From an optimization exercise on the open Yosys and OpenROAD flow, aimed at small area, a short achievable clock period and few clock cycles; shortcuts taken in it are not production practice.
The RTL was checked by simulation tests, not by an equivalence proof against the original design.
No activity file was given, so power comes from the tool's default toggle rates.

Setup of run 1:
==> flow/design.v <==
package fleetPkg;
	localparam int boardSize = 8;
	localparam int fleetDepth = 11;
	typedef enum logic [2:0]
	{
		submarine = 3'd0,
		cruiser = 3'd1,
		seaplane = 3'd2,
		battleship = 3'd3,
		carrier = 3'd4
	} shipKindT;
endpackage
`timescale 1ns/10ps
module shipCellDecoder
(
	input logic [14:0] request,
	output logic [7:0] rowA,
	output logic [7:0] colA,
	output logic [7:0] rowB,
	output logic [7:0] colB,
	output logic onBoard
);
	logic [2:0] kind;
	logic [3:0] x;
	logic [3:0] y;
	logic direction;
	logic [1:0] orientation;
	logic straight;
	logic seaplane;
	logic atLeast2;
	logic atLeast4;
	logic is5;
	logic horizontal;
	logic vertical;
	logic [7:0] xHot;
	logic [7:0] yHot;
	logic [4:1] xStep;
	logic [4:1] yStep;
	logic xFits;
	logic yFits;
	logic seaplaneFits;
	assign kind = request[14:12];
	assign x = request[10:7];
	assign y = request[6:3];
	assign direction = request[2];
	assign orientation = request[1:0];
	assign seaplane = (kind == 3'd2);
	assign straight = (kind == 3'd0) || (kind == 3'd1) || (kind == 3'd3) || (kind == 3'd4);
	assign atLeast2 = (kind == 3'd1) || (kind == 3'd3) || (kind == 3'd4);
	assign atLeast4 = (kind == 3'd3) || (kind == 3'd4);
	assign is5 = (kind == 3'd4);
	assign horizontal = straight && !direction;
	assign vertical = straight && direction;
	assign xStep[1] = horizontal && atLeast2;
	assign xStep[2] = (horizontal && atLeast4) || (seaplane && !orientation[1]);
	assign xStep[3] = horizontal && atLeast4;
	assign xStep[4] = horizontal && is5;
	assign yStep[1] = vertical && atLeast2;
	assign yStep[2] = (vertical && atLeast4) || (seaplane && orientation[1]);
	assign yStep[3] = vertical && atLeast4;
	assign yStep[4] = vertical && is5;
	always_comb
	begin
		for (int i = 0; i < 8; i++)
		begin
			xHot[i] = (x[2:0] == 3'(i));
			yHot[i] = (y[2:0] == 3'(i));
		end
		for (int i = 0; i < 8; i++)
		begin
			colA[i] = xHot[i];
			rowA[i] = yHot[i];
			for (int s = 1; s <= 4; s++)
				if (i >= s)
				begin
					colA[i] = colA[i] || (xStep[s] && xHot[i-s]);
					rowA[i] = rowA[i] || (yStep[s] && yHot[i-s]);
				end
		end
		for (int i = 0; i < 8; i++)
		begin
			rowB[i] = 1'b0;
			colB[i] = 1'b0;
			if (i >= 1)
			begin
				rowB[i] = seaplane && orientation != 2'd1 && yHot[i-1];
				colB[i] = orientation != 2'd3 && xHot[i-1];
			end
			if (i <= 6)
			begin
				rowB[i] = rowB[i] || (seaplane && orientation == 2'd1 && yHot[i+1]);
				colB[i] = colB[i] || (orientation == 2'd3 && xHot[i+1]);
			end
		end
	end
	assign xFits = !(atLeast2 && x[2:0] == 3'd7) && !(atLeast4 && x[2:0] >= 3'd5)
		&& !(is5 && x[2:0] == 3'd4);
	assign yFits = !(atLeast2 && y[2:0] == 3'd7) && !(atLeast4 && y[2:0] >= 3'd5)
		&& !(is5 && y[2:0] == 3'd4);
	always_comb
	begin
		case (orientation)
			2'd0: seaplaneFits = x[2:0] <= 3'd5 && y[2:0] <= 3'd6;
			2'd1: seaplaneFits = x[2:0] <= 3'd5 && y[2:0] >= 3'd1;
			2'd2: seaplaneFits = x[2:0] <= 3'd6 && y[2:0] <= 3'd5;
			default: seaplaneFits = x[2:0] >= 3'd1 && y[2:0] <= 3'd5;
		endcase
	end
	assign onBoard = !x[3] && !y[3] && ((seaplane && seaplaneFits)
		|| (straight && (direction ? yFits : xFits)));
endmodule
`timescale 1ns/10ps
module overlapScanner
(
	input logic player,
	input logic [63:0] shipMask,
	input logic [63:0] occupied0,
	input logic [63:0] occupied1,
	input logic boardValid,
	output logic hit
);
	logic hit0;
	logic hit1;
	assign hit0 = |(shipMask & occupied0);
	assign hit1 = |(shipMask & occupied1);
	assign hit = (player ? hit1 : hit0) && boardValid;
endmodule
`timescale 1ns/10ps
module fleetStore
(
	input logic clk,
	input logic rstN,
	input logic player,
	input logic writeStrobe,
	input logic [63:0] shipMask,
	output logic [63:0] occupied0,
	output logic [63:0] occupied1,
	output logic boardValid,
	output logic fleetFull
);
	logic write0;
	logic write1;
	logic [3:0] count0;
	logic [3:0] count1;
	assign write0 = writeStrobe && !player;
	assign write1 = writeStrobe && player;
	assign fleetFull = player ? (count1 == 4'(fleetPkg::fleetDepth))
		: (count0 == 4'(fleetPkg::fleetDepth));
	always_ff @(posedge clk or negedge rstN)
	begin
		if (!rstN)
		begin
			boardValid <= 1'b0;
			count0 <= '0;
			count1 <= '0;
		end
		else
		begin
			boardValid <= 1'b1;
			if (write0)
				count0 <= count0 + 4'd1;
			if (write1)
				count1 <= count1 + 4'd1;
		end
	end
	always_ff @(posedge clk)
	begin
		occupied0 <= (occupied0 & {64{boardValid}}) | (shipMask & {64{write0}});
		occupied1 <= (occupied1 & {64{boardValid}}) | (shipMask & {64{write1}});
	end
endmodule
`timescale 1ns/10ps
module placementControl
(
	input logic clk,
	input logic rstN,
	input logic enable,
	input logic onBoard,
	input logic fleetFull,
	input logic hit,
	output logic writeStrobe,
	output logic placed,
	output logic borderConflict,
	output logic memoryConflict
);
	logic holding;
	logic placedHeld;
	logic placeNow;
	assign placeNow = onBoard && !fleetFull && !hit;
	assign writeStrobe = enable && !holding && placeNow;
	assign placed = enable && (holding ? placedHeld : placeNow);
	assign borderConflict = enable && !onBoard;
	assign memoryConflict = enable && onBoard && (holding ? !placedHeld : (fleetFull || hit));
	always_ff @(posedge clk or negedge rstN)
	begin
		if (!rstN)
		begin
			holding <= 1'b0;
			placedHeld <= 1'b0;
		end
		else
		begin
			holding <= enable;
			if (!holding)
				placedHeld <= placeNow;
		end
	end
endmodule
`timescale 1ns/10ps
module shipValidator
(
	input logic clk,
	input logic rstN,
	input logic enable,
	input logic [14:0] request,
	output logic placed,
	output logic borderConflict,
	output logic memoryConflict,
	output logic conflict
);
	logic [7:0] rowA;
	logic [7:0] colA;
	logic [7:0] rowB;
	logic [7:0] colB;
	logic onBoard;
	logic [63:0] shipMask;
	logic [63:0] occupied0;
	logic [63:0] occupied1;
	logic fleetFull;
	logic boardValid;
	logic hit;
	logic writeStrobe;
	shipCellDecoder decoder
	(
		.request(request),
		.rowA(rowA),
		.colA(colA),
		.rowB(rowB),
		.colB(colB),
		.onBoard(onBoard)
	);
	always_comb
		for (int r = 0; r < 8; r++)
			for (int c = 0; c < 8; c++)
				shipMask[r*8 + c] = (rowA[r] && colA[c]) || (rowB[r] && colB[c]);
	fleetStore store
	(
		.clk(clk),
		.rstN(rstN),
		.player(request[11]),
		.writeStrobe(writeStrobe),
		.shipMask(shipMask),
		.occupied0(occupied0),
		.occupied1(occupied1),
		.boardValid(boardValid),
		.fleetFull(fleetFull)
	);
	overlapScanner scanner
	(
		.player(request[11]),
		.shipMask(shipMask),
		.occupied0(occupied0),
		.occupied1(occupied1),
		.boardValid(boardValid),
		.hit(hit)
	);
	placementControl control
	(
		.clk(clk),
		.rstN(rstN),
		.enable(enable),
		.onBoard(onBoard),
		.fleetFull(fleetFull),
		.hit(hit),
		.writeStrobe(writeStrobe),
		.placed(placed),
		.borderConflict(borderConflict),
		.memoryConflict(memoryConflict)
	);
	assign conflict = borderConflict | memoryConflict;
endmodule
clock: 6.0 ns
lec_check: 0
abc_area: 1
cap_margin: 20
core_margin: 2
core_utilization: 40
cts_buf_list: sky130_fd_sc_hd__clkbuf_8
cts_cluster_diameter: 40
cts_cluster_size: 10
place_density: 0.6
setup_slack_margin: 1.0
slew_margin: 20
standard.sh (not shown) runs the stock make flow with config.mk's settings and CLKGATE_MAP_FILE= SYNTH_SCRIPT=/design/flow/synth_recipe.tcl, a recipe that flattens the netlist after the stock synthesis.
==> flow/flow/run.sh <==
#!/bin/bash
# The standard synthesis, then its combinational logic replaced by the
# hand-mapped netlist that flow/gennet.py writes (every register keeps the
# standard synthesis's name, cell type and Q net), then the standard layout
# with sky130_fd_sc_hd__buf_4 port buffers.
set -euo pipefail
work=$(pwd)
R=$work/orfs/results/$FLOW_PLATFORM/shipValidator/base
bash standard.sh synth > standard_synth.log 2>&1
cp "$R/1_2_yosys.v" "$work/standard_1_2_yosys.v"
python3 flow/gennet.py "$work/standard_1_2_yosys.v" "$work/gennet_1_2_yosys.v" > gennet.log 2>&1
cp "$work/gennet_1_2_yosys.v" "$R/1_2_yosys.v"
rm -f "$R/1_synth.odb" "$R/1_synth.sdc"
export BUFFER_PORTS_ARGS="-buffer_cell sky130_fd_sc_hd__buf_4"
export CTS_ARGS="-sink_clustering_enable -repair_clock_nets -sink_clustering_size 10 -sink_clustering_max_diameter 40 -buf_list {sky130_fd_sc_hd__clkbuf_4 sky130_fd_sc_hd__clkbuf_8} -dont_use_dummy_load"
bash standard.sh "BUFFER_PORTS_ARGS=-buffer_cell sky130_fd_sc_hd__buf_4" "CTS_ARGS=$CTS_ARGS" finish > standard_finish.log 2>&1
Other scripts of this flow, unchanged in this note and not shown: flow/flow/gennet.py
Testbench counts of run 1, summed over its fixed seeds: cycles 4,608.
[inputs] run 2 vs run 1
- a change of CORE_UTILIZATION from 40 to 55
- a change of PLACE_DENSITY from 0.6 to 0.75
-- flow/flow/run.sh --
<<< run 1, line 15
export CTS_ARGS="-sink_clustering_enable -repair_clock_nets -sink_clustering_size 10 -sink_clustering_max_diameter 40 -buf_list {sky130_fd_sc_hd__clkbuf_4 sky130_fd_sc_hd__clkbuf_8} -dont_use_dummy_load"
>>> run 2, line 15
export CTS_ARGS="-sink_clustering_enable -repair_clock_nets -sink_clustering_size 10 -sink_clustering_max_diameter 40 -buf_list sky130_fd_sc_hd__clkbuf_4 -dont_use_dummy_load"
==> summary.txt <==
- Looking at register-to-register slack across run 1 and run 2, the one that comes out lower is run 2.
- Largest net degree at the start of global routing in run 2 vs run 1: down 11%
- Between run 2 and run 1, it is run 2 whose initial standard-cell utilization of the core is higher, by 15 points.
- The run showing the smaller area added between synthesis and finish is run 2.
- [run 2] total power fell 8.8% relative to run 1
- Against run 1, total via count in the routed design in run 2 rose slightly.
- Comparing run 1 and run 2, the higher final critical-path required period was measured on run 1.
- Multi-input gate area in the final layout, run 1 and run 2: smaller value in run 2
- [run 2] met2 demand-to-capacity share in global routing rose 10 points relative to run 1
Setup changes, run 2 to run 3
-- flow/flow/run.sh --
<<< run 2, line 15
export CTS_ARGS="-sink_clustering_enable -repair_clock_nets -sink_clustering_size 10 -sink_clustering_max_diameter 40 -buf_list sky130_fd_sc_hd__clkbuf_4 -dont_use_dummy_load"
>>> run 3, line 15
export CTS_ARGS="-sink_clustering_enable -repair_clock_nets -sink_clustering_size 10 -sink_clustering_max_diameter 40 -buf_list sky130_fd_sc_hd__clkbuf_8 -dont_use_dummy_load"
--- outcome ---
In terms of routed wire length, run 3 and run 2 differ only marginally. Summary of run 3 over run 2: critical path depth neither gained nor lost much, final cell count neither gained nor lost much, via count neither gained nor lost much.
> inputs changed (run 3 -> run 4)
- CORE_UTILIZATION changed from 55 to 40
- PLACE_DENSITY changed from 0.75 to 0.6
Notes after the runs:
Count of endpoints failing hold in the final timing report: run 3 vs run 4 identical
Of run 4 and run 3, the run reporting the lower initial core utilization was run 4.
Run 4: overall power of the completed layout higher than run 3
For the met3 track demand over resource, run 4 came in 1.5 points lower than run 3 did.
Compared to run 3, run 4 shows a wider setup margin.
Maximum buffer depth of the clock tree: run 4 vs run 3 identical
The flip-flop and latch count on run 3 is in line with that on run 4.
In the final reports, the cell area of run 4 is larger than that of run 3.
Sort run 4 and run 3 by register-to-register slack, descending, and run 4 comes first.
Looking at hold slack across run 4 and run 3, the one that comes out higher is run 3.

[separate check: timing with driven ports]
The flow's constraints put no driver on any port. The routed layouts listed below were extracted and timed again, unchanged, in two steps.
Step 1: set_driving_cell puts a clkbuf_16 on clk and a buf_2 on each other input, an assumption about the parent block.
Step 2, shift: input delay + t, output delay - t, t = (earliest + latest rising clock arrival at the registers) / 2. This alone moves slack from input paths to output paths.
a / b / c = ideal / step 1 / step 2; a / b = the first two.
| run | t, ns | setup slack, ns | worst setup path after step 2 | worst data-port slew with drivers (ns) |
|---|---|---|---|---|
| run 1 | 0.474 | 1.115 / 1.073 / 1.073 | input to output | 0.05 |
| run 2 | 0.561 | 1.137 / 1.110 / 1.110 | input to output | 0.06 |
| run 3 | 0.471 | 1.085 / 1.055 / 1.055 | input to output | 0.05 |
| run 4 | 0.474 | 1.115 / 1.073 / 1.073 | input to output | 0.05 |
After both steps every run listed still meets setup and hold.
